Source: an optimization exercise on an open RTL-to-GDS flow (aim: small area, a short achievable clock period and few clock cycles). Production flows keep margins and buffers that such runs may drop.
Where RTL was checked, it was by simulation tests only, not by an equivalence proof against the original.
Only the layout flow was run in run 3; the RTL was not checked for function there.
No activity file was given, so power comes from the tool's default toggle rates.

**design/flow/design.v**
```verilog
`timescale 1ns / 1ps
package pire_pkg;
    localparam int SAMPLE_W  = 10;
    localparam int SPAN_W    = 14;
    localparam int RATE_W    = 6;
    localparam int SPACING_W = 8;
    localparam int DEPTH_DEFAULT = 64;
    localparam int AW            = 6;
    localparam int GRP_B = 2;
    localparam int NGRP  = SAMPLE_W / GRP_B;
    localparam logic [SPACING_W-1:0] SPACING_RESET = 8'd20;
    localparam logic [RATE_W-1:0]    RATE_SAT      = 6'd63;
    function automatic logic [RATE_W-1:0] rate_of(input logic [SPAN_W-1:0] s);
        logic [RATE_W-1:0] r;
        if (s[SPAN_W-1:6] != '0)
            r = 6'd0;
        else
            case (s[5:0])
                6'd0:  r = RATE_SAT;
                6'd1:  r = 6'd60;
                6'd2:  r = 6'd30;
                6'd3:  r = 6'd20;
                6'd4:  r = 6'd15;
                6'd5:  r = 6'd12;
                6'd6:  r = 6'd10;
                6'd7:  r = 6'd8;
                6'd8:  r = 6'd7;
                6'd9, 6'd10: r = 6'd6;
                6'd11, 6'd12: r = 6'd5;
                6'd13, 6'd14, 6'd15: r = 6'd4;
                6'd16, 6'd17, 6'd18, 6'd19, 6'd20: r = 6'd3;
                default:
                    if (s[5:0] <= 6'd30)
                        r = 6'd2;
                    else if (s[5:0] <= 6'd60)
                        r = 6'd1;
                    else
                        r = 6'd0;
            endcase
        rate_of = r;
    endfunction
    function automatic logic [63:0] below_or(input logic [63:0] m);
        logic [63:0] p;
        p = {m[62:0], 1'b0};
        for (int k = 1; k < 64; k = k * 2)
            p = p | (p << k);
        below_or = p;
    endfunction
    function automatic logic [AW-1:0] onehot_idx(input logic [63:0] h);
        logic [AW-1:0] r;
        for (int b = 0; b < AW; b++)
        begin
            r[b] = 1'b0;
            for (int i = 0; i < 64; i++)
                if (((i >> b) & 1) == 1)
                    r[b] = r[b] | h[i];
        end
        onehot_idx = r;
    endfunction
endpackage
`timescale 1ns / 1ps
module pire_ram #(
    parameter int WIDTH = 10,
    parameter int DEPTH = 64,
    parameter int GB    = 2
) (
    input  logic                                    clk,
    input  logic                                    clr,
    input  logic [WIDTH/GB-1:0]                     we,
    input  logic [WIDTH/GB-1:0][$clog2(DEPTH)-1:0]  waddr,
    input  logic [WIDTH-1:0]                        wdata,
    output logic [DEPTH-1:0][WIDTH-1:0]             q
);
    localparam int NG = WIDTH / GB;
    logic [DEPTH-1:0][WIDTH-1:0] mem;
    always_ff @(posedge clk)
    begin
        for (int s = 0; s < DEPTH; s++)
        begin
            for (int g = 0; g < NG; g++)
            begin
                if (clr || (we[g] && waddr[g] == $clog2(DEPTH)'(s)))
                begin
                    mem[s][g*GB +: GB] <= clr ? '0 : wdata[g*GB +: GB];
                end
            end
        end
    end
    assign q = mem;
endmodule
`timescale 1ns / 1ps
module pire_rate_unit (
    input  logic                           clk,
    input  logic                           rst_n,
    input  logic                           vld,
    input  logic [pire_pkg::AW-1:0]        idx,
    input  logic [pire_pkg::AW-1:0]        head,
    input  logic                           last,
    input  logic [pire_pkg::SPACING_W-1:0] spacing,
    output logic [20:0]                    result,
    output logic                           result_valid
);
    localparam int SW = pire_pkg::SPAN_W;
    logic                        s1_vld_reg, s2_vld_reg, out_vld_reg;
    logic                        s1_last_reg, s2_last_reg;
    logic [2:0][9:0]             s1_pp_reg;
    logic [SW-1:0]               s2_span_reg;
    logic [pire_pkg::AW-1:0]     gap;
    logic [2:0][9:0]             pp;
    logic [9:0]                  sp3_reg;
    logic [20:0]                 out_reg;
    logic [SW-1:0]               span;
    always_ff @(posedge clk or negedge rst_n)
    begin
        if (!rst_n)
        begin
            s1_vld_reg  <= 1'b0;
            s2_vld_reg  <= 1'b0;
            out_vld_reg <= 1'b0;
        end
        else
        begin
            s1_vld_reg  <= vld;
            s2_vld_reg  <= s1_vld_reg;
            out_vld_reg <= s2_vld_reg;
        end
    end
    assign gap = idx - head;
    always_comb
    begin
        for (int d = 0; d < 3; d++)
        begin
            case (gap[2*d +: 2])
                2'd0:    pp[d] = '0;
                2'd1:    pp[d] = 10'(spacing);
                2'd2:    pp[d] = {1'b0, spacing, 1'b0};
                default: pp[d] = sp3_reg;
            endcase
        end
        span = SW'(s1_pp_reg[0]) + (SW'(s1_pp_reg[1]) << 2) + (SW'(s1_pp_reg[2]) << 4);
    end
    always_ff @(posedge clk)
    begin
        sp3_reg     <= 10'(spacing) + {1'b0, spacing, 1'b0};
        s1_pp_reg   <= pp;
        s1_last_reg <= last;
        s2_span_reg <= span;
        s2_last_reg <= s1_last_reg;
        out_reg     <= {s2_span_reg, pire_pkg::rate_of(s2_span_reg), s2_last_reg};
    end
    assign result       = out_reg;
    assign result_valid = out_vld_reg;
endmodule
`timescale 1ns / 1ps
module peak_interval_rate_estimator #(
    parameter int DEPTH = pire_pkg::DEPTH_DEFAULT
) (
    input  logic                           clk,
    input  logic                           rst_n,
    input  logic                           start,
    output logic                           busy,
    input  logic [10:0]                    cmd,
    output logic [20:0]                    result,
    output logic                           result_valid,
    input  logic                           cfg_valid,
    output logic                           cfg_ready,
    input  logic [pire_pkg::SPACING_W-1:0] cfg_data
);
    localparam int AW   = pire_pkg::AW;
    localparam int W    = pire_pkg::SAMPLE_W;
    localparam int GB   = pire_pkg::GRP_B;
    localparam int NG   = pire_pkg::NGRP;
    localparam int CAP  = 2;
    localparam int CNTW = 2;
    logic            cr_v;
    logic [10:0]     cr_cmd;
    logic            busy_reg;
    logic            cr_push, cr_eval, eval_go;
    logic            done_reg;
    logic [CNTW-1:0] cnt, cnt_next;   
    logic                        clr;
    logic [AW-1:0]               wpos;
    logic [NG-1:1]               wq_v;
    logic [NG-1:1][AW-1:0]       wq_a;
    logic [NG-1:1][W-1:0]        wq_d;
    logic [NG-1:0]               r_we;
    logic [NG-1:0][AW-1:0]       r_wa;
    logic [W-1:0]                r_wd;
    logic [DEPTH-1:0][W-1:0]     ring;
    logic [NG-1:1]               sv;
    logic [NG:1][DEPTH-1:0]      sm;
    logic [NG-1:0][DEPTH-1:0]    s_out;
    logic             p_v;
    logic             w_act;
    logic [DEPTH-1:0] w_m;
    logic [AW-1:0]    w_head;
    logic             w_done, w_load;
    logic [DEPTH-1:0] p_below, w_below;
    logic             e_v;
    logic [AW-1:0]    e_idx;
    logic [pire_pkg::SPACING_W-1:0] spacing_reg;
    assign cfg_ready = 1'b1;
    assign busy      = busy_reg;
    assign cr_push   = cr_v && !cr_cmd[10];
    assign cr_eval   = cr_v && cr_cmd[10];
    assign eval_go   = cr_eval && !busy_reg;
    assign w_done    = w_act && (w_m == '0);
    assign w_load    = p_v && (!w_act || w_done);
    assign cnt_next  = cnt + CNTW'(eval_go) - CNTW'(done_reg);
    always_ff @(posedge clk or negedge rst_n)
    begin
        if (!rst_n)
        begin
            cr_v     <= 1'b0;
            busy_reg <= 1'b0;
            cnt      <= '0;
            done_reg <= 1'b0;
        end
        else
        begin
            cnt      <= cnt_next;
            done_reg <= w_done;
            if (!busy_reg)
            begin
                cr_v     <= start;
                busy_reg <= start && cmd[10] && (cnt_next >= CNTW'(CAP));
            end
            else
            begin
                busy_reg <= cnt_next >= CNTW'(CAP);
            end
        end
    end
    always_ff @(posedge clk)
    begin
        if (!busy_reg)
            cr_cmd <= cmd;
    end
    always_comb
    begin
        r_we[NG-1]              = cr_push;
        r_wa[NG-1]              = wpos;
        r_wd[(NG-1)*GB +: GB]   = cr_cmd[(NG-1)*GB +: GB];
        for (int g = 1; g < NG; g++)
        begin
            r_we[NG-1-g]            = wq_v[g];
            r_wa[NG-1-g]            = wq_a[g];
            r_wd[(NG-1-g)*GB +: GB] = wq_d[g][(NG-1-g)*GB +: GB];
        end
    end
    always_ff @(posedge clk or negedge rst_n)
    begin
        if (!rst_n)
        begin
            clr  <= 1'b1;
            wpos <= '0;
            wq_v <= '0;
        end
        else
        begin
            clr     <= 1'b0;
            wq_v[1] <= cr_push;
            for (int g = 2; g < NG; g++)
                wq_v[g] <= wq_v[g-1];
            if (cr_push)
                wpos <= wpos + AW'(1);
        end
    end
    always_ff @(posedge clk)
    begin
        wq_a[1] <= wpos;
        wq_d[1] <= cr_cmd[W-1:0];
        for (int g = 2; g < NG; g++)
        begin
            wq_a[g] <= wq_a[g-1];
            wq_d[g] <= wq_d[g-1];
        end
    end
    pire_ram #(
        .WIDTH (W),
        .DEPTH (DEPTH),
        .GB    (GB)
    ) u_store (
        .clk   (clk),
        .clr   (clr),
        .we    (r_we),
        .waddr (r_wa),
        .wdata (r_wd),
        .q     (ring)
    );
    always_comb
    begin
        for (int g = 0; g < NG; g++)
        begin
            logic [DEPTH-1:0] c, hi, lo;
            logic a, b, d, pl;
            c = (g == 0) ? '1 : sm[g];
            for (int s = 0; s < DEPTH; s++)
            begin
                hi[s] = ring[s][W-1-g*GB];
                lo[s] = ring[s][W-2-g*GB];
            end
            a  = |(c & hi);
            b  = |(c & hi & lo);
            d  = |(c & lo);
            pl = a ? b : d;
            s_out[g] = c & (hi | {DEPTH{!a}}) & (lo | {DEPTH{!pl}});
        end
    end
    always_ff @(posedge clk or negedge rst_n)
    begin
        if (!rst_n)
            sv <= '0;
        else
        begin
            sv[1] <= eval_go;
            for (int g = 2; g < NG; g++)
                sv[g] <= sv[g-1];
        end
    end
    always_ff @(posedge clk)
    begin
        for (int g = 1; g < NG; g++)
            sm[g] <= s_out[g-1];
        if (sv[NG-1])
            sm[NG] <= s_out[NG-1];
    end
    assign p_below = pire_pkg::below_or(sm[NG]);
    assign w_below = pire_pkg::below_or(w_m);
    always_ff @(posedge clk or negedge rst_n)
    begin
        if (!rst_n)
        begin
            p_v   <= 1'b0;
            w_act <= 1'b0;
            e_v   <= 1'b0;
        end
        else
        begin
            p_v <= sv[NG-1] || (p_v && !w_load);
            if (w_load)
                w_act <= 1'b1;
            else if (w_done)
                w_act <= 1'b0;
            e_v <= w_act && (w_m != '0);
        end
    end
    always_ff @(posedge clk)
    begin
        if (w_load)
        begin
            w_head <= pire_pkg::onehot_idx(sm[NG] & ~p_below);
            w_m    <= sm[NG] & p_below;
        end
        else if (w_act)
        begin
            w_m    <= w_m & w_below;
        end
        e_idx <= pire_pkg::onehot_idx(w_m & ~w_below);
    end
    always_ff @(posedge clk or negedge rst_n)
    begin
        if (!rst_n)
            spacing_reg <= pire_pkg::SPACING_RESET;
        else if (cfg_valid)
            spacing_reg <= cfg_data;
    end
    pire_rate_unit u_rate (
        .clk          (clk),
        .rst_n        (rst_n),
        .vld          (e_v),
        .idx          (e_idx),
        .head         (w_head),
        .last         (w_m == '0),
        .spacing      (spacing_reg),
        .result       (result),
        .result_valid (result_valid)
    );
endmodule
```
**design/flow/run.sh**
```bash
#!/bin/bash
# synth_recipe.tcl (not shown) runs the flow's synth.tcl, then flattens the netlist and writes it again
# the make line also repeats each setting of config.mk as NAME=value (left out here)
make -C /OpenROAD-flow-scripts/flow DESIGN_CONFIG=/design/flow/config.mk WORK_HOME=/design/flow/orfs CLKGATE_MAP_FILE= SYNTH_SCRIPT=/design/flow/synth_recipe.tcl finish
```
**design/flow/config.mk**
```make
export PLATFORM = sky130hd
export DESIGN_NAME = peak_interval_rate_estimator
export DESIGN_NICKNAME = peak_interval_rate_estimator
export VERILOG_FILES = /design/flow/design.v
export SDC_FILE = /design/flow/constraint.sdc
export NUM_CORES = 4
export LEC_CHECK = 0
export ABC_CLOCK_PERIOD_IN_PS = 2500
export CAP_MARGIN = 20
export CORE_MARGIN = 2
export CORE_UTILIZATION = 40
export SLEW_MARGIN = 20
```
**design/flow/constraint.sdc**
```tcl
create_clock -name core_clock -period 5.5 [get_ports {clk}]
set_input_delay 1.1000 -clock core_clock [delete_from_list [all_inputs] [get_ports {clk}]]
set_output_delay 1.1000 -clock core_clock [all_outputs]
set_load 0.01 [all_outputs]
```
==> results of run 1 <==
logic make-up after synthesis:
| logic type | share of synthesized area [%] |
|---|---|
| compound gates | 20.1 |
| flops | 63.6 |
| other cells | 0.0149 |
| mux | 0.727 |
| buf+inv | 1.74 |
| xor+xnor | 0.556 |
| fa+ha+maj | 1.08 |
| simple gates | 12.2 |
where the power goes:
part / leakage (nW) / switching, W / total [W] / internal [W]
sequential: 11.6 / 0.00166 / 0.0130 / 0.0113
clock: 2.23 / 0.00383 / 0.00909 / 0.00526
combinational: 7.68 / 0.00594 / 0.00848 / 0.00254
path summary, 6_finish.rpt:
check,from,end
worst max-delay path,w_m[19]$_DFFE_PP_,w_m[18]$_DFFE_PP_
worst min-delay path,wq_d[20]$_DFF_P_,wq_d[30]$_DFF_P_
worst max register to register,w_m[19]$_DFFE_PP_,w_m[18]$_DFFE_PP_
worst min register to register,wq_d[20]$_DFF_P_,wq_d[30]$_DFF_P_
max in group asynchronous,rst_n,sv[4]$_DFF_PN0_
min in group asynchronous,rst_n,spacing_reg[6]$_DFFE_PN0P_
metal layers:
layer | global-route usage (%) | up-vias | part of all wire (%)
met1 | 37.0 | 18951 | 40
met4 | 14.6 | 10 | 5.8
li1 | - | 16104 | -
met3 | 5.48 | 514 | 9.4
met2 | 43.6 | 2465 | 45
met5 | 0 | - | 0.028
cell usage in the layout (no fill, tap or decap), types with 31 or more instances in the layout:
cell	n
a21o_1	193
a21oi_1	50
a221oi_1	108
a22o_1	110
a22oi_1	74
buf_4	43
clkbuf_16	139
clkdlybuf4s50_1	44
dfxtp_1	383
edfxtp_1	784
ha_1	37
inv_1	60
nand2_1	159
nand3_1	347
nand4_1	134
nor2_1	112
nor3_1	66
nor4_1	102
o21ai_0	112
o21bai_1	145
o221a_2	256
o22a_1	65
or2_2	31
per-stage QoR:
step	total power, W	area (µm²)	hold WS, ns
after floorplan	0.0178	50400	0.310
after global placement	0.0214	52800	0.310
after detailed placement	0.0214	52800	0.312
after CTS	0.0305	57400	0.326
after global routing	0.0318	57400	0.321
final	0.0306	57400	0.315
area by class of cell:
class                      count  area [µm²]
timing repair buffer          90         808
fill                       11364       67900
multi-input combinational   2475       17700
tap                         1650        2060
clock buffer                 186        3910
clock inverter                58         616
antenna                        1        2.50
sequential                  1201       32100
inverter                      60         225
synthesized netlist by cell type (all sizes together) (7+ instances only):
cell type	instances	area share, %
a21o	193	2.9
a21oi	50	0.50
a221oi	108	1.9
a22o	110	1.9
a22oi	74	1.1
a31oi	10	0.12
a41oi	7	0.12
and3	17	0.21
and4	7	0.12
buf	8	0.074
clkbuf	164	1.2
dfrtp	31	1.5
dfxtp	383	15
edfxtp	784	47
ha	37	0.92
inv	60	0.45
mux2	13	0.29
mux2i	22	0.44
nand2	159	1.2
nand2b	31	0.38
nand3	347	3.4
nand3b	15	0.22
nand4	134	1.7
nor2	112	0.83
nor2b	24	0.30
nor3	73	0.74
nor3b	8	0.12
nor4	111	1.4
o211ai	20	0.30
o21ai	116	1.2
o21bai	145	2.2
o221a	256	5.7
o22a	65	1.1
o311ai	11	0.19
o31ai	11	0.16
or2	31	0.38
or3	27	0.34
or4	21	0.33
xnor2	22	0.38
xor2	10	0.17
worst max-delay path: stages (launching register included):
cell	delay, ns
edfxtp_1	0.50
nor4_1	0.71
nand4_1	0.37
nor3_2	0.28
a41oi_1	0.25
nand2b_4	0.20
buf_4	0.38
inv_1	0.74
or3_1	0.20
o21ai_0	0.08
==> flow_metrics.tcl, run 1 <==
set metrics [dict create \
    outcome "no timing/DRC/antenna violations" \
    numCtsBuffers 131 \
    routedWlPerCell_um 32.4 \
    fin_cells 5721 \
    drv_slew 0 \
    clock_path_buffers 3 \
    post-route-util_pct 45.8 \
    rsz0062_at_grt "no" \
    final_net_count 4023 \
    slew_headroom_pct 12.6 \
    rrSetupSlack_ns 1.45 \
    finalClockSkew_ns 0.0417 \
    worstSetupStartpointType "flip-flop" \
    rr_worst_depth 9 \
    async_reset_ff_share_pct 2.83 \
    fin_crit_ns 4.05 \
    holdPathStages 0 \
    port_buffers 45 \
    grt_pass1_vias 36231 \
    crit_path_max_fanout 112 \
    drt_iter0_markers 5885 \
    drive_gt1_share_pct 15.1 \
    ys_types 77 \
    track_usage_pct 28.0 \
    rows 130 \
    peakVddDrop_uv 381 \
    tightest_slew_ns 1.30 \
    finalSetupTns_ns 0 \
    criticalPathCategory "reg2reg" \
    end_kind "flip-flop" \
    grt-ovfl-total 0 \
    cap_violations 0 \
    yosysSeqAreaShare_pct 63.6 \
    grt_pass1_wl_mm 262 \
    io_pins 47 \
    regMostFlops "u_store.mem" \
    gp_congestion 1.01 \
    placed_cells 5476 \
    vias_per_cell 6.65 \
    dp.final_hpwl_mm 136 \
    min_period_over_period_pct 73.6 \
    p_leak_nw 21.5 \
    worst_slack_ns 1.45 \
    cts-root-buf "clkbuf_16" \
    cts_resized 0 \
    h-tree-depth 4 \
    setup_violations 0 \
    avgSynthCellArea_um2 12.9 \
    clock_latency_ns 0.78 \
    crit_required_ns 5.97 \
    synthCells 3908 \
    drc_errors 0 \
    ys_ff_latch 1201 \
    cp.arrival_ns 4.52 \
    die_x_um 359 \
    syn2layout_area_growth_pct 13.9 \
    synth_enable_flop_cells 784 \
    antenna_found_initial 6 \
    die-area_um2 129000 \
    top_regs "u_store.mem (640), sm (320), w_m (63)" \
    ys_warn_count 3 \
    cellPowerDensity_nw_per_um2 533 \
    initial_core_util_pct 40.2 \
    cts_setup_buffers 0 \
    core_area_um2 125000 \
    synth.net_count 3972 \
    syn-cell-area_um2 50400 \
    ys.flop_type "edfxtp_1" \
    hold_violations 0 \
    die_y_um 359 \
    vias 38044 \
    clkTransAtPathRegs_ns 0.06 \
    hold_path_class "reg2reg" \
    cts_tree "yes" \
    dpl_worst_slack_ns 1.47 \
    largest_reg_flops 640 \
    max_freq_mhz 247 \
    grt_max_degree 163 \
    dr.pass1.iters 6 \
    postRouteWirelength_mm 185 \
    cts_hold_buf 0 \
    final_antenna_net_count 0 \
    cts.sinks 1201 \
]
Testbench counts, summed over its fixed seeds: cycles 8,034.
==> inputs of run 2 (changes only) <==
--- a/design/flow/config.mk
+++ b/design/flow/config.mk
@@ -11,2 +11,3 @@
 export CORE_UTILIZATION = 40
+export SETUP_SLACK_MARGIN = 3.0
 export SLEW_MARGIN = 20
==> run 2 against run 1 <==
  * Clock skew is 0.013 ns lower
  * Die area unchanged
  * Via count up 7.5%
  * Still clean on timing, DRC and antenna
  * Critical endpoint is now w_head[3]$_DFFE_PP_
  * Largest power group is now combinational cells
==> flow_metrics.tcl, run 2 <==
set metrics [dict create \
    finalClockSkew_ns 0.0287 \
    drt_iter0_markers 5799 \
    cts_hold_buf 0 \
    cap_violations 0 \
    grt-ovfl-total 0 \
    worstPathCellList "or4_4 -> or4_4 -> or4_4 -> or4b_4 -> o2111ai_2 -> nor3_2 -> nand3_1" \
    top_regs "u_store.mem (640), sm (320), w_m (63)" \
    cpMostUsedCell "or4_4" \
    ys_types 77 \
    criticalPathCategory "reg2reg" \
    crit_required_ns 6.14 \
    drv_slew 0 \
    hold_violations 0 \
    cellPowerDensity_nw_per_um2 571 \
    crit_path_max_fanout 4 \
    yosys-top-cells-area "edfxtp_1 (47%), dfxtp_1 (15%), o221a_2 (5.7%)" \
    grt_max_degree 71 \
    rr_worst_depth 7 \
    cts_tree "yes" \
    largest_reg_flops 640 \
    p_comb_share_pct 39.5 \
    final_net_count 4302 \
    synth-xor-area-share_pct 0.556 \
    regMostFlops "u_store.mem" \
    cp_slowest_cell "or4_4" \
    min-delay-start "u_rate.s1_last_reg$_DFF_P_" \
    synth_enable_flop_cells 784 \
    numCtsBuffers 133 \
    postRouteWirelength_mm 201 \
    clockPowerShare_pct 24.8 \
    crit_buf_inv 0 \
    pwr-share-seq_pct 35.7 \
    ys_warn_count 3 \
    routedWlPerCell_um 33.5 \
    die-area_um2 129000 \
    total_power_w 0.0370 \
    yosysSeqAreaShare_pct 63.6 \
    yosys-mux-area-fraction_pct 0.727 \
    clock_path_buffers 3 \
    outcome "no timing/DRC/antenna violations" \
    die_y_um 359 \
    async_reset_ff_share_pct 2.83 \
    intPower_w 0.0227 \
    cts.sinks 1201 \
    drive_gt1_share_pct 26.5 \
    vias_per_cell 6.82 \
    cp.arrival_ns 3.66 \
    holdPathStages 0 \
    clock_latency_ns 0.78 \
    dp.final_hpwl_mm 137 \
    gp_congestion 1.01 \
    synth-simple-area-share_pct 12.2 \
    fin_crit_ns 3.01 \
    rr_endpoint "w_head[3]$_DFFE_PP_" \
    yosysMostFrequentCell "edfxtp_1" \
    initial_core_util_pct 40.2 \
    grt_pass1_vias 37997 \
    synth_largest_area_cell "edfxtp_1" \
    crit_cells 7 \
    clkTransAtPathRegs_ns 0.06 \
    p_sw_share_pct 38.8 \
    rrSetupSlack_ns 2.49 \
    yosysTopAreaCellShare_pct 46.7 \
    ys_ff_latch 1201 \
    cpLargestDelayFamily "simple AND/OR/NAND/NOR gates" \
    core_area_um2 125000 \
    slowest_delay_ns 0.57 \
    mostFrequentLayoutCells "edfxtp_1 (784), dfxtp_1 (363), nand3_1 (312)" \
    die_x_um 359 \
    diodes 0 \
    synthCells 3908 \
    post-route-util_pct 51.8 \
    final_antenna_net_count 0 \
    synth-compound-area-share_pct 20.1 \
    final_common_cell "edfxtp_1" \
    track_usage_pct 29.4 \
    slew_headroom_pct 11.7 \
    hold_end "u_rate.s2_last_reg$_DFF_P_" \
    syn2layout_area_growth_pct 28.7 \
    synth_top_family_by_area "compound AO/OA/AOI/OAI gates" \
    peakVddDrop_uv 426 \
    synthTopCellsByCount "edfxtp_1 (784), dfxtp_1 (383), nand3_1 (347), o221a_2 (256), a21o_1 (193)" \
    synth_fa_ha_area_share_pct 1.08 \
    cts-root-buf "clkbuf_16" \
    io_pins 47 \
    drc_errors 0 \
    synth.net_count 3972 \
    switchingPower_w 0.0144 \
    h-tree-depth 4 \
    dr.pass1.iters 9 \
    min_period_over_period_pct 54.8 \
    syn-cell-area_um2 50400 \
    max_freq_mhz 332 \
    antenna_found_initial 8 \
    port_buffers 45 \
    hold_path_class "reg2reg" \
    p_leak_nw 24.8 \
    finalSetupTns_ns 0 \
    ys.flop_type "edfxtp_1" \
    rows 130 \
    reg2reg_from "sm[277]$_DFFE_PP_" \
    avgSynthCellArea_um2 12.9 \
    worstSetupStartpointType "flip-flop" \
    end_kind "flip-flop" \
    setup_violations 0 \
    tightest_slew_ns 1.31 \
    rsz0062_at_grt "yes" \
    grt_pass1_wl_mm 276 \
    vias 40904 \
]
-- run 2: cell counts after synthesis --
Identical to the previous run, type by type.
-- run 2: layout make-up --
cell class / instances / area [µm²]
Clock buffer: 189 / 3850
Inverter: 60 / 251
Multi-Input combinational cell: 2498 / 21900
Clock inverter: 59 / 694
Timing Repair inverter: 1 / 16.3
Tap cell: 1650 / 2060
Fill cell: 10533 / 60400
Timing Repair Buffer: 343 / 3950
Sequential cell: 1201 / 32100
-- run 2: worst register-to-register path, delay by kind of cell, from the launching register on --
kind / cells / cell delay (ns)
AND/OR/NAND/NOR: 6 / 2.37
flip-flops: 1 / 0.43
AO/OA/AOI/OAI: 1 / 0.09
-- run 2: repair_timing --
item	CTS	global route
resized for setup	398	354
setup buffers	125	78
setup endpoints to repair	731	504
pin swaps	144	311
cloned	40	32
-- run 2: worst max-delay path by stage --
stage                       from                  end
5_1_grt        sm[277]$_DFFE_PP_  w_head[3]$_DFFE_PP_
2_1_floorplan  sm[258]$_DFFE_PP_  w_head[3]$_DFFE_PP_
6_report       sm[277]$_DFFE_PP_  w_head[3]$_DFFE_PP_
3_5_place_dp   w_m[24]$_DFFE_PP_    w_m[62]$_DFFE_PP_
4_1_cts        sm[258]$_DFFE_PP_  w_head[3]$_DFFE_PP_
3_3_place_gp   w_m[26]$_DFFE_PP_    w_m[62]$_DFFE_PP_
-- run 2: logic make-up (layout without fill, tap and decap cells) --
family / Yosys count / after routing
multiplexers: 35 / 35
flip-flops: 1201 / 1201
AO/OA/AOI/OAI: 1221 / 1230
other: 2 / 2
buffers and inverters: 232 / 652
AND/OR/NAND/NOR: 1144 / 1158
adder cells (fa/ha/maj): 41 / 41
XOR/XNOR: 32 / 32
-- run 2: layer usage --
metal  global-route usage (%)  part of all wire [%]  wire length [µm]
met4                     15.8                   7.0             14100
met3                     6.28                    11             21900
met5                        0                 0.031                63
met2                     45.2                    44             88200
met1                     39.0                    38             76500
-- run 2: per-stage QoR --
step	instance area [µm²]	hold slack, ns	setup slack, ns	std cells
floorplan	50800	0.310	2.56	3908
global placement	53100	0.310	1.87	5478
detailed placement	53100	0.312	1.83	5478
CTS	61200	0.312	2.50	5891
global route	64800	0.321	2.45	6001
finish	64800	0.311	2.49	6001
-- run 2: power groups by stage --
stage                     clock, W  sequential, W  combinational (W)
final                      0.00917         0.0132             0.0146
after global routing       0.00964         0.0133             0.0152
after CTS                  0.00929         0.0130             0.0117
after detailed placement         0         0.0131            0.00866
after global placement           0         0.0131            0.00865
after floorplan                  0         0.0123            0.00592
==> inputs of run 3 (changes only) <==
--- a/design/flow/design.v
+++ b/design/flow/design.v
@@ -105,3 +105,4 @@
     logic                        s1_last_reg, s2_last_reg;
-    logic [2:0][9:0]             s1_pp_reg;
+    logic [SW-1:0]               s1_sum_reg, s1_cry_reg;
+    logic [SW-1:0]               sum, cry;
     logic [SW-1:0]               s2_span_reg;
@@ -139,3 +140,11 @@
         end
-        span = SW'(s1_pp_reg[0]) + (SW'(s1_pp_reg[1]) << 2) + (SW'(s1_pp_reg[2]) << 4);
+        begin
+            logic [SW-1:0] x, y, z;
+            x   = SW'(pp[0]);
+            y   = SW'(pp[1]) << 2;
+            z   = SW'(pp[2]) << 4;
+            sum = x ^ y ^ z;
+            cry = ((x & y) | (x & z) | (y & z)) << 1;
+        end
+        span = s1_sum_reg + s1_cry_reg;
     end
@@ -144,3 +153,4 @@
         sp3_reg     <= 10'(spacing) + {1'b0, spacing, 1'b0};
-        s1_pp_reg   <= pp;
+        s1_sum_reg  <= sum;
+        s1_cry_reg  <= cry;
         s1_last_reg <= last;
@@ -189,11 +199,14 @@
     logic [DEPTH-1:0][W-1:0]     ring;
-    logic [NG-1:1]               sv;
-    logic [NG:1][DEPTH-1:0]      sm;
-    logic [NG-1:0][DEPTH-1:0]    s_out;
+    logic [NG:1]                 sv;
+    logic [NG:2][DEPTH-1:0]      sm;
+    logic [NG:1]                 sa, sp;
+    logic [NG:0][DEPTH-1:0]      s_eff;
+    logic [NG-1:0]               s_a, s_p;
     logic             p_v;
-    logic             w_act;
+    logic [DEPTH-1:0] hm;
+    logic             w_act, w_first;
     logic [DEPTH-1:0] w_m;
-    logic [AW-1:0]    w_head;
-    logic             w_done, w_load;
-    logic [DEPTH-1:0] p_below, w_below;
+    logic [AW-1:0]    w_head, w_pick;
+    logic             w_empty, w_done, w_load;
+    logic [DEPTH-1:0] w_below;
     logic             e_v;
@@ -206,4 +219,2 @@
     assign eval_go   = cr_eval && !busy_reg;
-    assign w_done    = w_act && (w_m == '0);
-    assign w_load    = p_v && (!w_act || w_done);
     assign cnt_next  = cnt + CNTW'(eval_go) - CNTW'(done_reg);
@@ -292,17 +303,31 @@
     begin
-        for (int g = 0; g < NG; g++)
+        for (int g = 0; g <= NG; g++)
         begin
             logic [DEPTH-1:0] c, hi, lo;
-            logic a, b, d, pl;
-            c = (g == 0) ? '1 : sm[g];
-            for (int s = 0; s < DEPTH; s++)
+            logic a, b, d;
+            c = '1;
+            if (g > 0)
+            begin
+                for (int s = 0; s < DEPTH; s++)
+                begin
+                    hi[s] = ring[s][W-1-(g-1)*GB];
+                    lo[s] = ring[s][W-2-(g-1)*GB];
+                end
+                c = (g == 1) ? '1 : sm[g];
+                c = c & (hi | {DEPTH{!sa[g]}}) & (lo | {DEPTH{!sp[g]}});
+            end
+            s_eff[g] = c;
+            if (g < NG)
             begin
-                hi[s] = ring[s][W-1-g*GB];
-                lo[s] = ring[s][W-2-g*GB];
+                for (int s = 0; s < DEPTH; s++)
+                begin
+                    hi[s] = ring[s][W-1-g*GB];
+                    lo[s] = ring[s][W-2-g*GB];
+                end
+                a = |(c & hi);
+                b = |(c & hi & lo);
+                d = |(c & lo);
+                s_a[g] = a;
+                s_p[g] = a ? b : d;
             end
-            a  = |(c & hi);
-            b  = |(c & hi & lo);
-            d  = |(c & lo);
-            pl = a ? b : d;
-            s_out[g] = c & (hi | {DEPTH{!a}}) & (lo | {DEPTH{!pl}});
         end
@@ -316,3 +341,3 @@
             sv[1] <= eval_go;
-            for (int g = 2; g < NG; g++)
+            for (int g = 2; g <= NG; g++)
                 sv[g] <= sv[g-1];
@@ -322,9 +347,17 @@
     begin
-        for (int g = 1; g < NG; g++)
-            sm[g] <= s_out[g-1];
-        if (sv[NG-1])
-            sm[NG] <= s_out[NG-1];
-    end
-    assign p_below = pire_pkg::below_or(sm[NG]);
+        for (int g = 1; g <= NG; g++)
+        begin
+            sa[g] <= s_a[g-1];
+            sp[g] <= s_p[g-1];
+        end
+        for (int g = 2; g <= NG; g++)
+            sm[g] <= s_eff[g-1];
+        if (sv[NG])
+            hm <= s_eff[NG];
+    end
+    assign w_empty = (w_m == '0);
+    assign w_load  = p_v && w_empty;
+    assign w_done  = w_act && w_empty;
     assign w_below = pire_pkg::below_or(w_m);
+    assign w_pick  = pire_pkg::onehot_idx(w_m & ~w_below);
     always_ff @(posedge clk or negedge rst_n)
@@ -333,5 +366,7 @@
         begin
-            p_v   <= 1'b0;
-            w_act <= 1'b0;
-            e_v   <= 1'b0;
+            p_v     <= 1'b0;
+            w_m     <= '0;
+            w_act   <= 1'b0;
+            w_first <= 1'b0;
+            e_v     <= 1'b0;
         end
@@ -339,3 +374,3 @@
         begin
-            p_v <= sv[NG-1] || (p_v && !w_load);
+            p_v <= sv[NG] || (p_v && !w_load);
             if (w_load)
@@ -344,3 +379,5 @@
                 w_act <= 1'b0;
-            e_v <= w_act && (w_m != '0);
+            w_m     <= (hm & {DEPTH{w_load}}) | (w_m & w_below);
+            w_first <= w_load;
+            e_v     <= !w_empty && !w_first;
         end
@@ -349,12 +386,5 @@
     begin
-        if (w_load)
-        begin
-            w_head <= pire_pkg::onehot_idx(sm[NG] & ~p_below);
-            w_m    <= sm[NG] & p_below;
-        end
-        else if (w_act)
-        begin
-            w_m    <= w_m & w_below;
-        end
-        e_idx <= pire_pkg::onehot_idx(w_m & ~w_below);
+        if (w_first)
+            w_head <= w_pick;
+        e_idx <= w_pick;
     end
@@ -373,3 +403,3 @@
         .head         (w_head),
-        .last         (w_m == '0),
+        .last         (w_empty),
         .spacing      (spacing_reg),
--- a/design/flow/config.mk
+++ b/design/flow/config.mk
@@ -7,3 +7,2 @@
 export LEC_CHECK = 0
-export ABC_CLOCK_PERIOD_IN_PS = 2500
 export CAP_MARGIN = 20
@@ -11,3 +10,3 @@
 export CORE_UTILIZATION = 40
-export SETUP_SLACK_MARGIN = 3.0
+export SETUP_SLACK_MARGIN = 2.6
 export SLEW_MARGIN = 20
==> run 3 against run 2 <==
  * Still clean
  * Area after synthesis down 2.3%
  * Clock power down 4.4%
  * Clock skew up 0.0016 ns
  * Via count down 10%
  * Register-to-register slack better by 0.11 ns
  * Sequential power down 3%
  * Critical path depth unchanged
  * Non-clock buffer count down 228
==> flow_metrics.tcl, run 3 <==
set metrics [dict create \
    outcome "no timing/DRC/antenna violations" \
    numCtsBuffers 131 \
    crit_path_max_fanout 5 \
    syn-cell-area_um2 49200 \
    drive_gt1_share_pct 15.0 \
    slowest_delay_ns 0.56 \
    min_period_over_period_pct 52.7 \
    slew_headroom_pct 16.7 \
    dr.pass1.iters 9 \
    ys_ff_latch 1208 \
    port_buffers 45 \
    clkTransAtPathRegs_ns 0.06 \
    tightest_slew_ns 1.24 \
    intPower_w 0.0199 \
    cp.arrival_ns 3.51 \
    vias_per_cell 6.55 \
    gp_congestion 1.04 \
    grt-ovfl-total 0 \
    vias 36813 \
    cts.sinks 1208 \
    rr_endpoint "w_head[3]$_DFFE_PP_" \
    async_reset_ff_share_pct 8.28 \
    pwr-share-seq_pct 40.7 \
    max_freq_mhz 345 \
    synth-simple-area-share_pct 10.8 \
    cts_tree "yes" \
    synth_top_family_by_area "compound AO/OA/AOI/OAI gates" \
    rows 128 \
    syn2layout_area_growth_pct 14.7 \
    peakVddDrop_uv 547 \
    yosys-mux-area-fraction_pct 0.732 \
    clockPowerShare_pct 27.8 \
    die-area_um2 126000 \
    worst_slack_ns 2.60 \
    final_net_count 3954 \
    final_common_cell "edfxtp_1" \
    yosysTopAreaCellShare_pct 44.0 \
    synth_largest_area_cell "edfxtp_1" \
    worstSetupStartpointType "flip-flop" \
    synthTopCellsByCount "edfxtp_1 (721), dfxtp_1 (387), a22oi_1 (244), a21o_1 (189), o221a_2 (182)" \
    io_pins 47 \
    synth-compound-area-share_pct 19.6 \
    yosys-top-cells-area "edfxtp_1 (44%), dfxtp_1 (16%), dfrtp_1 (4.9%)" \
    finalClockSkew_ns 0.0303 \
    reg2reg_from "w_m[21]$_DFF_PN0_" \
    dpl_worst_slack_ns 1.75 \
    crit_required_ns 6.11 \
    final_antenna_net_count 0 \
    cp_slowest_cell "or4b_4" \
    drv_slew 0 \
    setup_violations 0 \
    p_comb_share_pct 31.5 \
    postPlaceCellArea_um2 51500 \
    synth_fa_ha_area_share_pct 1.23 \
    ys_warn_count 3 \
    top_regs "u_store.mem (640), sm (256)" \
    postRouteWirelength_mm 191 \
    clock_latency_ns 0.78 \
    grt_pass1_vias 35268 \
    synth.net_count 3861 \
    post-route-util_pct 46.3 \
    routedWlPerCell_um 34.1 \
    die_y_um 355 \
    synthCells 3795 \
    antenna_found_initial 8 \
    cap_violations 0 \
    criticalPathCategory "reg2reg" \
    initial_core_util_pct 40.4 \
    grt_pass1_wl_mm 266 \
    core_area_um2 122000 \
    switchingPower_w 0.0116 \
    rrSetupSlack_ns 2.60 \
    rsz0062_at_grt "yes" \
    yosysSeqAreaShare_pct 64.8 \
    crit_buf_inv 0 \
    hold_violations 0 \
    synth-xor-area-share_pct 0.427 \
    die_x_um 355 \
    cpLargestDelayFamily "simple AND/OR/NAND/NOR gates" \
    regMostFlops "u_store.mem" \
    grt_max_degree 120 \
    finalSetupTns_ns 0 \
    fillers 10856 \
    worstPathCellList "nor3_1 -> nand4_1 -> nor3_4 -> nand3_2 -> or4b_4 -> o2111ai_2 -> or4_4" \
    h-tree-depth 4 \
    cellPowerDensity_nw_per_um2 559 \
    mostFrequentLayoutCells "edfxtp_1 (721), dfxtp_1 (382), a22oi_1 (237)" \
    p_leak_nw 21.8 \
    clock_path_buffers 3 \
    largest_reg_flops 640 \
    drt_iter0_markers 5622 \
    dp.final_hpwl_mm 142 \
    p_sw_share_pct 36.8 \
    end_kind "flip-flop" \
    finalInstanceArea_um2 56400 \
    yosysMostFrequentCell "edfxtp_1" \
    drc_errors 0 \
    ys_types 88 \
    fin_crit_ns 2.90 \
    synth_enable_flop_cells 721 \
    track_usage_pct 29.8 \
    hold_path_class "in2async" \
    rr_worst_depth 7 \
    ys.flop_type "edfxtp_1" \
    cts-root-buf "clkbuf_16" \
    avgSynthCellArea_um2 13.0 \
]
-- run 3: cell count changes after synthesis, moves of 66 or more --
cell / previous run / this run
nand3_1: 347 / 166
a22oi_1: 74 / 244
a221oi_1: 108 / 13
inv_1: 60 / 139
o221a_2: 256 / 182
a21oi_1: 50 / 116
a22o_1: 110 / 44
dfrtp_1: 31 / 97
-- run 3: logic make-up after synthesis --
kind of cell	Yosys count
other cells	2
flops	1208
xor+xnor	24
simple gates	943
fa+ha+maj	43
buf+inv	307
mux	34
compound gates	1234
-- run 3: layout make-up --
class,instances,area [µm²],area share [%]
sequential,1208,31900,56.6
multi-input combinational,2283,16600,29.4
clock buffer,186,3790,6.72
tap,1625,2030,3.60
timing repair buffer,115,1040,1.84
inverter,149,574,1.02
clock inverter,51,454,0.805
antenna,2,5.00,0.00887
-- run 3: per-layer routing --
| layer | global-route usage, % | routed length (µm) | vias to the layer above |
|---|---|---|---|
| met1 | 38.5 | 73300 | 18420 |
| met5 | 0 | 38 | - |
| li1 | - | - | 15340 |
| met2 | 46.3 | 85700 | 2468 |
| met4 | 17.6 | 13700 | 2 |
| met3 | 6.33 | 18700 | 583 |
-- run 3: how the worst max path moves through the flow --
stage                 startpoint                        to  slack, ns  cells past startpoint
6_report       w_m[21]$_DFF_PN0_       w_head[3]$_DFFE_PP_       2.60                      7
5_1_grt         w_m[3]$_DFF_PN0_       w_head[0]$_DFFE_PP_       2.53                      7
4_1_cts         w_m[1]$_DFF_PN0_       w_head[3]$_DFFE_PP_       2.55                      8
3_5_place_dp    w_m[1]$_DFF_PN0_         w_m[40]$_DFF_PN0_       1.75                      7
3_3_place_gp    w_m[1]$_DFF_PN0_         w_m[39]$_DFF_PN0_       1.84                      8
2_1_floorplan      clr$_DFF_PN1_  u_store.mem[0]$_DFFE_PP_       2.70                      3
-- run 3: what timing repair did --
action	CTS	global route
hold buffers	0	0
setup buffers	10	14
pin swaps	10	15
setup endpoints to repair	103	92
gates resized for setup	58	43
gates cloned	3	0
-- run 3: power by group through the flow --
stage          clock network, W  registers (W)  logic [W]
2_1_floorplan                 0         0.0122    0.00566
3_5_place_dp                  0         0.0129    0.00859
4_1_cts                 0.00888         0.0128    0.00921
5_1_grt                 0.00922         0.0129     0.0106
3_3_place_gp                  0         0.0129    0.00861
6_report                0.00877         0.0128    0.00994
-- run 3: per-stage QoR --
step / total power, W / std cells / hold slack, ns
4_1_cts: 0.0308 / 5603 / 0.321
5_1_grt: 0.0328 / 5617 / 0.332
2_1_floorplan: 0.0178 / 3795 / 0.310
6_report: 0.0315 / 5619 / 0.321
3_5_place_dp: 0.0215 / 5353 / 0.312
3_3_place_gp: 0.0215 / 5353 / 0.312
==> inputs of run 4 (changes only) <==
--- a/design/flow/design.v
+++ b/design/flow/design.v
@@ -206,3 +206,3 @@
     logic [DEPTH-1:0] hm;
-    logic             w_act, w_first;
+    logic             w_act;
     logic [DEPTH-1:0] w_m;
@@ -210,3 +210,3 @@
     logic             w_empty, w_done, w_load;
-    logic [DEPTH-1:0] w_below;
+    logic [DEPTH-1:0] w_below, h_below;
     logic             e_v;
@@ -362,2 +362,3 @@
     assign w_pick  = pire_pkg::onehot_idx(w_m & ~w_below);
+    assign h_below = pire_pkg::below_or(hm);
     always_ff @(posedge clk or negedge rst_n)
@@ -369,3 +370,2 @@
             w_act   <= 1'b0;
-            w_first <= 1'b0;
             e_v     <= 1'b0;
@@ -379,5 +379,4 @@
                 w_act <= 1'b0;
-            w_m     <= (hm & {DEPTH{w_load}}) | (w_m & w_below);
-            w_first <= w_load;
-            e_v     <= !w_empty && !w_first;
+            w_m     <= (hm & h_below & {DEPTH{w_load}}) | (w_m & w_below);
+            e_v     <= !w_empty;
         end
@@ -386,4 +385,4 @@
     begin
-        if (w_first)
-            w_head <= w_pick;
+        if (w_load)
+            w_head <= pire_pkg::onehot_idx(hm & ~h_below);
         e_idx <= w_pick;
==> run 4 against run 3 <==
  * Still clean on timing, DRC and antenna
  * Combinational power shrank 5.5%
  * Clock power is 5.5% higher
  * Fmax rose by 1.2%
  * Worst hold slack improved by 0.0041 ns
  * Area after synthesis is 3.0% higher
  * Non-clock buffer count up 25
  * Sequential power hardly changed
  * Wire length grew 2.9%
  * Core utilization about the same
  * Final area is 3.3% higher
  * Critical path type unchanged
  * Highest routed layer unchanged
==> flow_metrics.tcl, run 4 <==
set metrics [dict create \
    clkTransAtPathRegs_ns 0.06 \
    cp_slowest_cell "dfxtp_1" \
    die_y_um 360 \
    hold_path_class "reg2reg" \
    cts_hold_buf 0 \
    numCtsBuffers 133 \
    synth_largest_area_cell "edfxtp_1" \
    synthCells 4049 \
    vias_per_cell 6.61 \
    drv_slew 0 \
    crit_path_max_fanout 35 \
    p_leak_nw 22.4 \
    drive_gt1_share_pct 15.1 \
    criticalPathCategory "reg2reg" \
    yosysSeqAreaShare_pct 62.8 \
    cp.arrival_ns 3.54 \
    fin_crit_ns 2.87 \
    setup_violations 0 \
    use_met1_pct 39.0 \
    final_common_cell "edfxtp_1" \
    outcome "no timing/DRC/antenna violations" \
    grt_pass1_wl_mm 277 \
    end_kind "flip-flop" \
    gp_congestion 1.02 \
    regMostFlops "u_store.mem" \
    yosysMostFrequentCell "edfxtp_1" \
    rows 130 \
    dr.pass1.iters 6 \
    async_reset_ff_share_pct 8.13 \
    die-area_um2 130000 \
    clock_path_buffers 3 \
    vias 39152 \
    clock_latency_ns 0.79 \
    holdWs_ns 0.325 \
    synth.net_count 4115 \
    largest_reg_flops 640 \
    h-tree-depth 4 \
    cts.sinks 1206 \
    io_pins 47 \
    drc_errors 0 \
    slowest_delay_ns 0.44 \
    synth_enable_flop_cells 721 \
    yosysTopAreaCellShare_pct 42.7 \
    worstPathCellList "inv_4 -> buf_6 -> o221a_2 -> a32o_1 -> or3_1 -> nor4_1 -> nand4_1 -> mux2_2" \
    grt_max_degree 133 \
    worstSetupStartpointType "flip-flop" \
    track_usage_pct 29.6 \
    final_net_count 4230 \
    slew_headroom_pct 19.4 \
    grt_pass1_vias 37229 \
    ys.flop_type "edfxtp_1" \
    mostFrequentLayoutCells "edfxtp_1 (721), dfxtp_1 (385), a22oi_1 (271)" \
    gr-max-usage-layer "met2" \
    cts_tree "yes" \
    final_antenna_net_count 0 \
    postRouteWirelength_mm 197 \
    die_x_um 360 \
    grt-ovfl-total 0 \
    tightest_slew_ns 1.20 \
    hold_violations 0 \
    ys_types 93 \
    cpLargestDelayFamily "simple AND/OR/NAND/NOR gates" \
    antenna_found_initial 8 \
    initial_core_util_pct 40.3 \
    cts-root-buf "clkbuf_16" \
    rsz0062_at_grt "yes" \
    max_freq_mhz 349 \
    routedWlPerCell_um 33.2 \
    cellPowerDensity_nw_per_um2 541 \
    cap_violations 0 \
    finalSetupTns_ns 0 \
    ys_warn_count 3 \
    crit_buf_inv 2 \
    syn-cell-area_um2 50700 \
    port_buffers 45 \
    drt_iter0_markers 5931 \
    peakVddDrop_uv 451 \
    dp.final_hpwl_mm 146 \
    grt_use_met2_pct 46.9 \
    min_period_over_period_pct 52.1 \
    gr-usage-met3_pct 5.31 \
    avgSynthCellArea_um2 12.5 \
    finalClockSkew_ns 0.0261 \
    synthTopCellsByCount "edfxtp_1 (721), dfxtp_1 (387), a22oi_1 (277), o221a_2 (192), a21o_1 (188)" \
    crit_required_ns 6.17 \
    ys_ff_latch 1206 \
    syn2layout_area_growth_pct 15.0 \
    yosys-top-cells-area "edfxtp_1 (43%), dfxtp_1 (15%), dfrtp_1 (4.7%)" \
    core_area_um2 126000 \
    top_regs "u_store.mem (640), sm (256), hm (64)" \
]
==> run 4: cell count changes in the layout (fill, tap and decap cells not counted), moves of 19 or more <==
cell / previous run / this run
inv_1: 139 / 167
nor2_1: 83 / 118
nand2b_1: 68 / 48
buf_4: 61 / 89
nand2_1: 146 / 178
o21ai_0: 111 / 130
a32o_1: 9 / 42
a22oi_1: 237 / 271
a22o_1: 44 / 7
==> run 4: cells by family after synthesis <==
logic type | share of synthesized area, %
other | 0.0148
muxes | 0.671
buffers and inverters | 2.59
xor gates and xnor gates | 0.415
adders and majority gates | 1.19
DFF | 62.8
and+or+nand+nor | 11.7
AOI/OAI and AO/OA | 20.6
==> run 4: per-layer routing <==
metal	up-vias	share of wire [%]
li1	16426	-
met2	2475	46
met4	6	6.0
met3	532	9.1
met1	19713	39
met5	-	0.018
==> run 4: worst paths after layout <==
check | start | depth (start not counted) | slack [ns] | to
worst max-delay path | sa[2]$_DFF_P_ | 8 | 2.63 | sp[3]$_DFF_P_
worst min-delay path | u_rate.s1_sum_reg[2]$_DFF_P_ | 0 | 0.33 | u_rate.s2_span_reg[2]$_DFF_P_
worst max register to register | sa[2]$_DFF_P_ | 8 | 2.63 | sp[3]$_DFF_P_
worst min register to register | u_rate.s1_sum_reg[2]$_DFF_P_ | 0 | 0.33 | u_rate.s2_span_reg[2]$_DFF_P_
max in group asynchronous | rst_n | 2 | 3.92 | sv[5]$_DFF_PN0_
min in group asynchronous | rst_n | 1 | 0.47 | w_m[63]$_DFF_PN0_
==> run 4: where the power goes <==
part | leakage (nW) | internal [W] | switching, W
combinational | 8.46 | 0.00310 | 0.00628
clock | 2.19 | 0.00538 | 0.00386
sequential | 11.8 | 0.0113 | 0.00165
total | 22.4 | 0.0198 | 0.0118
==> run 4: layout make-up <==
class	instances	area (µm²)
multi-input combinational	2506	18000
sequential	1206	31900
clock buffer	178	3640
fill	11367	67500
inverter	177	701
tap	1650	2060
clock inverter	67	868
timing repair buffer	140	1190
antenna	1	2.50
==> run 4: worst reg2reg max path, cell delays in order, from the launching register on <==
cell and delay (ns):
dfxtp_1 0.44, inv_4 0.17, buf_6 0.27, o221a_2 0.39, a32o_1 0.31, or3_1 0.42, nor4_1 0.33, nand4_1 0.13
mux2_2 0.28
==> run 4: repair_timing <==
action                                 CTS  global route
setup buffers                           20            29
setup endpoints to repair              141            77
gates resized for setup                 28            46
pin swaps                                5            12
endpoints found under the hold margin    0             0
==> run 4: through the flow <==
stage,total power (W),util [%],std cells,setup WS (ns),area [µm²]
4_1_cts,0.0311,46.0,5894,2.59,57800
3_3_place_gp,0.0217,42.1,5629,1.52,53000
5_1_grt,0.0328,46.4,5924,2.56,58300
3_5_place_dp,0.0217,42.2,5629,1.40,53000
6_report,0.0316,46.4,5925,2.63,58300
2_1_floorplan,0.0180,-,4049,2.70,50700
Testbench counts of run 4, summed over its fixed seeds: cycles 8,201.
==> inputs of run 5 (changes only) <==
--- a/design/flow/config.mk
+++ b/design/flow/config.mk
@@ -9,3 +9,3 @@
 export CORE_MARGIN = 2
-export CORE_UTILIZATION = 40
+export CORE_UTILIZATION = 55
 export SETUP_SLACK_MARGIN = 2.6
==> run 5 against run 4 <==
  * Via count grew 2.3%
  * Clock-buffer cell count rose by 11
  * Flip-flop and latch count unchanged
  * Worst setup slack lost 0.058 ns
  * Sequential share of layout area up 0.58 points
  * Clock power is 3.4% lower
  * Wire length fell by 1.6%
  * Area after synthesis is the same
  * Power is 1.0% higher
  * Critical path depth is the same
  * Synthesized cell count stayed put
==> flow_metrics.tcl, run 5 <==
set metrics [dict create \
    finalSetupTns_ns 0 \
    dr.pass1.iters 9 \
    slowest_delay_ns 0.46 \
    drt_iter0_markers 7055 \
    cts.sinks 1206 \
    fin_crit_ns 2.92 \
    cp.arrival_ns 3.57 \
    worstPathCellList "clkinv_1 -> buf_4 -> o221a_2 -> a22oi_1 -> nand4_1 -> nor4_2 -> nand2_1 -> mux2_2" \
    crit_start "sp[2]$_DFF_P_" \
    ys_warn_count 3 \
    vias 40064 \
    finalClockSkew_ns 0.0252 \
    grt_pass1_wl_mm 271 \
    clkTransAtPathRegs_ns 0.06 \
    ys_types 93 \
    drc_errors 0 \
    yosysMostFrequentCell "edfxtp_1" \
    syn2layout_area_growth_pct 13.8 \
    crit_required_ns 6.14 \
    min-delay-start "wq_d[20]$_DFF_P_" \
    post-route-util_pct 63.0 \
    hold_violations 0 \
    cts_tree "yes" \
    synthCells 4049 \
    cap_violations 0 \
    synthTopCellsByCount "edfxtp_1 (721), dfxtp_1 (387), a22oi_1 (277), o221a_2 (192), a21o_1 (188)" \
    vias_per_cell 7.35 \
    postRouteWirelength_mm 194 \
    gp_congestion 1.06 \
    avgSynthCellArea_um2 12.5 \
    clock_path_buffers 3 \
    peakVddDrop_uv 957 \
    dp.final_hpwl_mm 143 \
    drv_slew 0 \
    drive_gt1_share_pct 14.9 \
    ys_ff_latch 1206 \
    grt_max_degree 131 \
    yosysTopAreaCellShare_pct 42.7 \
    async_reset_ff_share_pct 8.13 \
    mostFrequentLayoutCells "edfxtp_1 (721), dfxtp_1 (384), a22oi_1 (274)" \
    end_kind "flip-flop" \
    synth_enable_flop_cells 721 \
    total_power_w 0.0319 \
    clock_latency_ns 0.76 \
    min_period_over_period_pct 53.2 \
    final_common_cell "edfxtp_1" \
    postPlaceCellArea_um2 52400 \
    finalInstanceArea_um2 57700 \
    crit_path_max_fanout 35 \
    die_y_um 308 \
    p_leak_nw 22.4 \
    yosys-top-cells-area "edfxtp_1 (43%), dfxtp_1 (15%), dfrtp_1 (4.7%)" \
    ys.flop_type "edfxtp_1" \
    numCtsBuffers 131 \
    synth.net_count 4115 \
    core_area_um2 91500 \
    rows 111 \
    holdWs_ns 0.323 \
    die-area_um2 94600 \
    criticalPathCategory "reg2reg" \
    final_antenna_net_count 0 \
    tightest_slew_ns 1.29 \
    antenna_found_initial 13 \
    outcome "no timing/DRC/antenna violations" \
    top_regs "u_store.mem (640), sm (256), hm (64)" \
    grt-ovfl-total 0 \
    slew_headroom_pct 13.8 \
    grt_pass1_vias 37648 \
    h-tree-depth 4 \
    rsz0062_at_grt "no" \
    yosysSeqAreaShare_pct 62.8 \
    max_freq_mhz 342 \
    final_net_count 4220 \
    setup_violations 0 \
    reg2reg_from "sp[2]$_DFF_P_" \
    die_x_um 308 \
    cp_slowest_cell "nor4_2" \
    largest_reg_flops 640 \
    initial_core_util_pct 55.4 \
    regMostFlops "u_store.mem" \
    synth_largest_area_cell "edfxtp_1" \
    hold_path_class "reg2reg" \
    syn-cell-area_um2 50700 \
    worstSetupStartpointType "flip-flop" \
    routedWlPerCell_um 35.5 \
    cellPowerDensity_nw_per_um2 553 \
    cts-root-buf "clkbuf_16" \
    track_usage_pct 40.3 \
    port_buffers 45 \
    io_pins 47 \
]
run 5: cell counts after synthesis:
No cell type changed its count.
run 5: worst paths after layout:
check	to	slack (ns)	cells past startpoint
max	sp[3]$_DFF_P_	2.58	8
min	wq_d[30]$_DFF_P_	0.32	0
max reg2reg	sp[3]$_DFF_P_	2.58	8
min reg2reg	wq_d[30]$_DFF_P_	0.32	0
max in group asynchronous	clr$_DFF_PN1_	4.11	2
min in group asynchronous	w_m[48]$_DFF_PN0_	0.37	1
run 5: timing repair:
item / 4_1_cts / 5_1_grt
cloned: 0 / 1
endpoints found under the setup margin: 103 / 114
resized for setup: 44 / 47
hold buffers: 0 / 0
pin swaps: 5 / 16
hold endpoints to repair: 0 / 0
buffers inserted: 16 / 30
run 5: logic make-up after synthesis:
family | after synthesis | share of synthesized area, %
buffers and inverters | 337 | 2.59
other | 2 | 0.0148
AOI/OAI and AO/OA | 1333 | 20.6
and+or+nand+nor | 1072 | 11.7
DFF | 1206 | 62.8
adders and majority gates | 43 | 1.19
xor gates and xnor gates | 24 | 0.415
muxes | 32 | 0.671
run 5: cell type report:
type	instances	area, µm²
Inverter	177	708
Sequential cell	1206	31900
Tap cell	1186	1480
Clock inverter	53	524
Antenna cell	2	5.00
Multi-Input combinational cell	2506	18000
Fill cell	6933	33900
Clock buffer	189	3870
Timing Repair Buffer	132	1180
run 5: per-layer routing:
layer  wire length, µm  vias to the layer above  track usage, %
met5                 8                        -               0
met4             13800                        2            23.0
met3             25200                      631            10.8
met2             83900                     3213            60.2
met1             70900                    19810            53.3
li1                  -                    16408               -
run 5: report_power, final:
group          total [W]  internal [W]  switching, W
logic             0.0100       0.00338       0.00664
registers         0.0129        0.0113       0.00165
clock network    0.00894       0.00525       0.00368
total             0.0319        0.0199        0.0120
run 5: per-stage QoR:
step | instances | setup WS (ns)
global placement | 5159 | 1.65
global route | 5449 | 2.55
detailed placement | 5160 | 1.47
floorplan | 4049 | 2.70
CTS | 5418 | 2.59
finish | 5451 | 2.58
run 5: worst max-delay path, delay by kind of cell (launching register included):
kind            cells  cell delay, ns
flops               1            0.44
compound gates      2            0.85
buf+inv             2            0.40
mux                 1            0.28
simple gates        3            0.80
==> inputs of run 6 (changes only) <==
--- a/design/flow/design.v
+++ b/design/flow/design.v
@@ -188,3 +188,3 @@
     logic            cr_push, cr_eval, eval_go;
-    logic            done_reg;
+    logic            full_next;
     logic [CNTW-1:0] cnt, cnt_next;   
@@ -219,3 +219,5 @@
     assign eval_go   = cr_eval && !busy_reg;
-    assign cnt_next  = cnt + CNTW'(eval_go) - CNTW'(done_reg);
+    assign cnt_next  = cnt + CNTW'(eval_go) - CNTW'(w_done);
+    assign full_next = (cnt[1] && !(w_done && !eval_go))
+                    || (cnt[0] && eval_go && !w_done);
     always_ff @(posedge clk or negedge rst_n)
@@ -227,3 +229,2 @@
             cnt      <= '0;
-            done_reg <= 1'b0;
         end
@@ -232,3 +233,2 @@
             cnt      <= cnt_next;
-            done_reg <= w_done;
             if (!busy_reg)
@@ -236,3 +236,3 @@
                 cr_v     <= start;
-                busy_reg <= start && cmd[10] && (cnt_next >= CNTW'(CAP));
+                busy_reg <= start && cmd[10] && full_next;
             end
@@ -240,3 +240,3 @@
             begin
-                busy_reg <= cnt_next >= CNTW'(CAP);
+                busy_reg <= full_next;
             end
--- a/design/flow/config.mk
+++ b/design/flow/config.mk
@@ -9,3 +9,3 @@
 export CORE_MARGIN = 2
-export CORE_UTILIZATION = 55
+export CORE_UTILIZATION = 40
 export SETUP_SLACK_MARGIN = 2.6
==> run 6 against run 5 <==
  * Register-to-register slack better by 0.04 ns
  * First-iteration DRC count down 21%
  * Highest routed layer is now met4
  * Synthesized cell count up 0.89%
  * Worst setup slack better by 0.040 ns
  * Wire length up 5.3%
  * Still clean on timing, DRC and antenna
  * Area after synthesis up 0.49%
  * Clock-buffer cell count down 13
  * Critical path depth unchanged
  * Clock power up 2.6%
  * Core utilization down 17 points
  * Global-route usage down 9.8 points
  * Via count down 2.4%
==> flow_metrics.tcl, run 6 <==
set metrics [dict create \
    crit_path_max_fanout 42 \
    rr_endpoint "sp[3]$_DFF_P_" \
    holdPathStages 0 \
    rows 130 \
    tightest_slew_ns 1.25 \
    worstSetupStartpointType "flip-flop" \
    finalSetupTns_ns 0 \
    die_x_um 361 \
    drv_slew 0 \
    wl_met2_mm 92.8 \
    vias 39112 \
    grt-ovfl-total 0 \
    clock_latency_ns 0.79 \
    max_freq_mhz 347 \
    postRouteWirelength_mm 204 \
    outcome "no timing/DRC/antenna violations" \
    peakVddDrop_uv 370 \
    io_pins 47 \
    yosysTopAreaCellShare_pct 42.5 \
    numCtsBuffers 133 \
    grt_max_degree 118 \
    end_kind "flip-flop" \
    clock_path_buffers 3 \
    fillers 11389 \
    dr.pass1.iters 6 \
    cp.arrival_ns 3.54 \
    yosysMostFrequentCell "edfxtp_1" \
    grt_pass1_wl_mm 284 \
    cap_violations 0 \
    wl_met3_mm 18.6 \
    final_antenna_net_count 0 \
    finalClockSkew_ns 0.0348 \
    synth_enable_flop_cells 721 \
    hold_violations 0 \
    vias_per_cell 6.60 \
    highest_layer "met4" \
    setup_violations 0 \
    cts_hold_buf 0 \
    die-area_um2 130000 \
    switchingPower_w 0.0125 \
    slew_headroom_pct 15.9 \
    rsz0062_at_grt "yes" \
    min-delay-start "wq_d[12]$_DFF_P_" \
    ys.flop_type "edfxtp_1" \
    final_net_count 4223 \
    reg2reg_from "sa[2]$_DFF_P_" \
    top_regs "u_store.mem (640), sm (256), hm (64)" \
    synthCells 4085 \
    drt_iter0_markers 5547 \
    wl_met1_mm 81.7 \
    syn2layout_area_growth_pct 14.3 \
    hold_end "wq_d[22]$_DFF_P_" \
    grt_pass1_vias 37033 \
    track_usage_pct 30.5 \
    cts_tree "yes" \
    yosysSeqAreaShare_pct 62.5 \
    async_reset_ff_share_pct 8.05 \
    post-route-util_pct 46.2 \
    min_period_over_period_pct 52.4 \
    clockPowerShare_pct 28.2 \
    drive_gt1_share_pct 13.9 \
    cts-root-buf "clkbuf_16" \
    syn-cell-area_um2 50900 \
    antenna_found_initial 4 \
    die_y_um 361 \
    h-tree-depth 4 \
    avgSynthCellArea_um2 12.5 \
    fin_crit_ns 2.88 \
    mostFrequentLayoutCells "edfxtp_1 (721), dfxtp_1 (384), a22oi_1 (207)" \
    synthTopCellsByCount "edfxtp_1 (721), dfxtp_1 (387), a22oi_1 (211), a21o_1 (191), nand3_1 (189)" \
    pwr-share-seq_pct 40.9 \
    cts.sinks 1205 \
    crit_required_ns 6.16 \
    p_comb_share_pct 30.9 \
    regMostFlops "u_store.mem" \
    yosys-top-cells-area "edfxtp_1 (43%), dfxtp_1 (15%), dfrtp_1 (4.6%)" \
    largest_reg_flops 640 \
    ys_ff_latch 1205 \
    core_area_um2 126000 \
    cellPowerDensity_nw_per_um2 558 \
    dp.final_hpwl_mm 154 \
    p_sw_share_pct 38.4 \
    synth.net_count 4151 \
    rr_worst_depth 8 \
    synth_largest_area_cell "edfxtp_1" \
    clkTransAtPathRegs_ns 0.06 \
    intPower_w 0.0200 \
    initial_core_util_pct 40.4 \
    port_buffers 45 \
    criticalPathCategory "reg2reg" \
    ys_types 92 \
    drc_errors 0 \
    gp_congestion 1.02 \
    final_common_cell "edfxtp_1" \
    rrSetupSlack_ns 2.62 \
    hold_path_class "reg2reg" \
    ys_warn_count 3 \
    routedWlPerCell_um 34.5 \
    p_leak_nw 22.3 \
]
[run 6: cell types whose count changed in the layout (fill, tap and decap cells not counted), sizes merged, moves of 19 or more]
cell,before,now
nand2b,48,69
a22oi,277,211
a32oi,16,35
a22o,7,34
and4,8,27
buf,87,56
a221oi,10,34
[run 6: cell type report]
type | count | area, µm² | share of cell area [%]
Tap cell | 1650 | 2060 | 3.55
Sequential cell | 1205 | 31800 | 54.7
Timing Repair Buffer | 100 | 916 | 1.57
Antenna cell | 3 | 7.51 | 0.0129
Multi-Input combinational cell | 2535 | 18200 | 31.2
Inverter | 180 | 706 | 1.21
Clock inverter | 71 | 820 | 1.41
Clock buffer | 176 | 3670 | 6.31
Timing Repair inverter | 2 | 25.0 | 0.0430
[run 6: what timing repair did]
action                     CTS  global route
setup endpoints to repair   92            97
buffers inserted             6            10
pin swaps                    1             9
gates cloned                 1             2
gates resized for setup     40            53
[run 6: power groups by stage]
stage | clock network [W] | registers, W | logic (W)
finish | 0.00917 | 0.0133 | 0.0100
global route | 0.00964 | 0.0134 | 0.0108
CTS | 0.00928 | 0.0132 | 0.00950
detailed placement | 0 | 0.0133 | 0.00923
global placement | 0 | 0.0133 | 0.00929
floorplan | 0 | 0.0124 | 0.00613
[run 6: kinds of logic (layout without fill, tap and decap cells)]
logic type | count (synthesis) | after routing | synth area share, %
AOI/OAI and AO/OA | 1280 | 1280 | 19.7
DFF | 1205 | 1205 | 62.5
and+or+nand+nor | 1152 | 1153 | 12.8
buffers and inverters | 346 | 529 | 2.68
adders and majority gates | 43 | 43 | 1.19
muxes | 33 | 33 | 0.685
xor gates and xnor gates | 24 | 24 | 0.413
other | 2 | 5 | 0.0147
[run 6: stage by stage]
stage	cells	worst slack, ns	power, W	hold slack (ns)	area (µm²)
after floorplan	4085	2.70	0.0185	0.310	50900
after global placement	5653	1.67	0.0226	0.312	53200
after detailed placement	5653	1.66	0.0226	0.312	53200
after CTS	5907	2.60	0.0320	0.324	57900
after global routing	5919	2.57	0.0338	0.338	58200
final	5922	2.62	0.0325	0.324	58200
[run 6: layer usage]
metal / up-vias / global-route usage (%)
met5: - / 0
met4: 0 / 14.4
met3: 455 / 5.63
met2: 2433 / 47.9
met1: 19775 / 40.9
li1: 16449 / -
[run 6: how the worst max path moves through the flow]
stage                              startpoint                      endpoint  depth (start not counted)
after floorplan                 clr$_DFF_PN1_      u_store.mem[0]$_DFFE_PP_                          3
after global placement      w_m[22]$_DFF_PN0_             w_m[24]$_DFF_PN0_                         10
after detailed placement    w_m[22]$_DFF_PN0_             w_m[24]$_DFF_PN0_                         10
after CTS                   w_m[34]$_DFF_PN0_              e_idx[1]$_DFF_P_                          7
after global routing      w_head[1]$_DFFE_PP_  u_rate.s1_sum_reg[9]$_DFF_P_                         10
final                           sa[2]$_DFF_P_                 sp[3]$_DFF_P_                          8
[run 6: worst max-delay path, stage by stage (launching register included)]
cell     delay, ns
dfxtp_1       0.32
inv_2         0.20
buf_6         0.29
o221a_2       0.43
a32oi_1       0.55
nand4_1       0.18
nor4_2        0.32
nand4_1       0.14
mux2_2        0.29
Testbench counts of run 6, summed over its fixed seeds: cycles 8,109.

-- what the ideal ports hide --
Ports are ideal in the flow. The routed layouts listed here were re-timed in OpenROAD.
Step 1 assumes that a clkbuf_16 drives the clock port and a buf_2 every other input.
Step 2 also shifts input and output timing later by t, the mid clock arrival at the registers, as if the neighbouring blocks saw the same clock.
Three values: no drivers, after step 1, after step 2; two values: the first two.
run	shift t [ns]	slack for setup (ns)	latest minus earliest clock arrival (ns)
run 1	0.843	1.452 / 1.452 / 1.452	0.053 / 0.052
run 2	0.839	2.486 / 2.486 / 2.486	0.037 / 0.037
run 3	0.837	2.599 / 2.599 / 2.599	0.032 / 0.032
run 4	0.855	2.634 / 2.617 / 2.634	0.038 / 0.038
run 5	0.817	2.576 / 2.576 / 2.576	0.027 / 0.027
run 6	0.839	2.616 / 2.616 / 2.616	0.044 / 0.045
After both steps setup and hold are still met in every run listed.
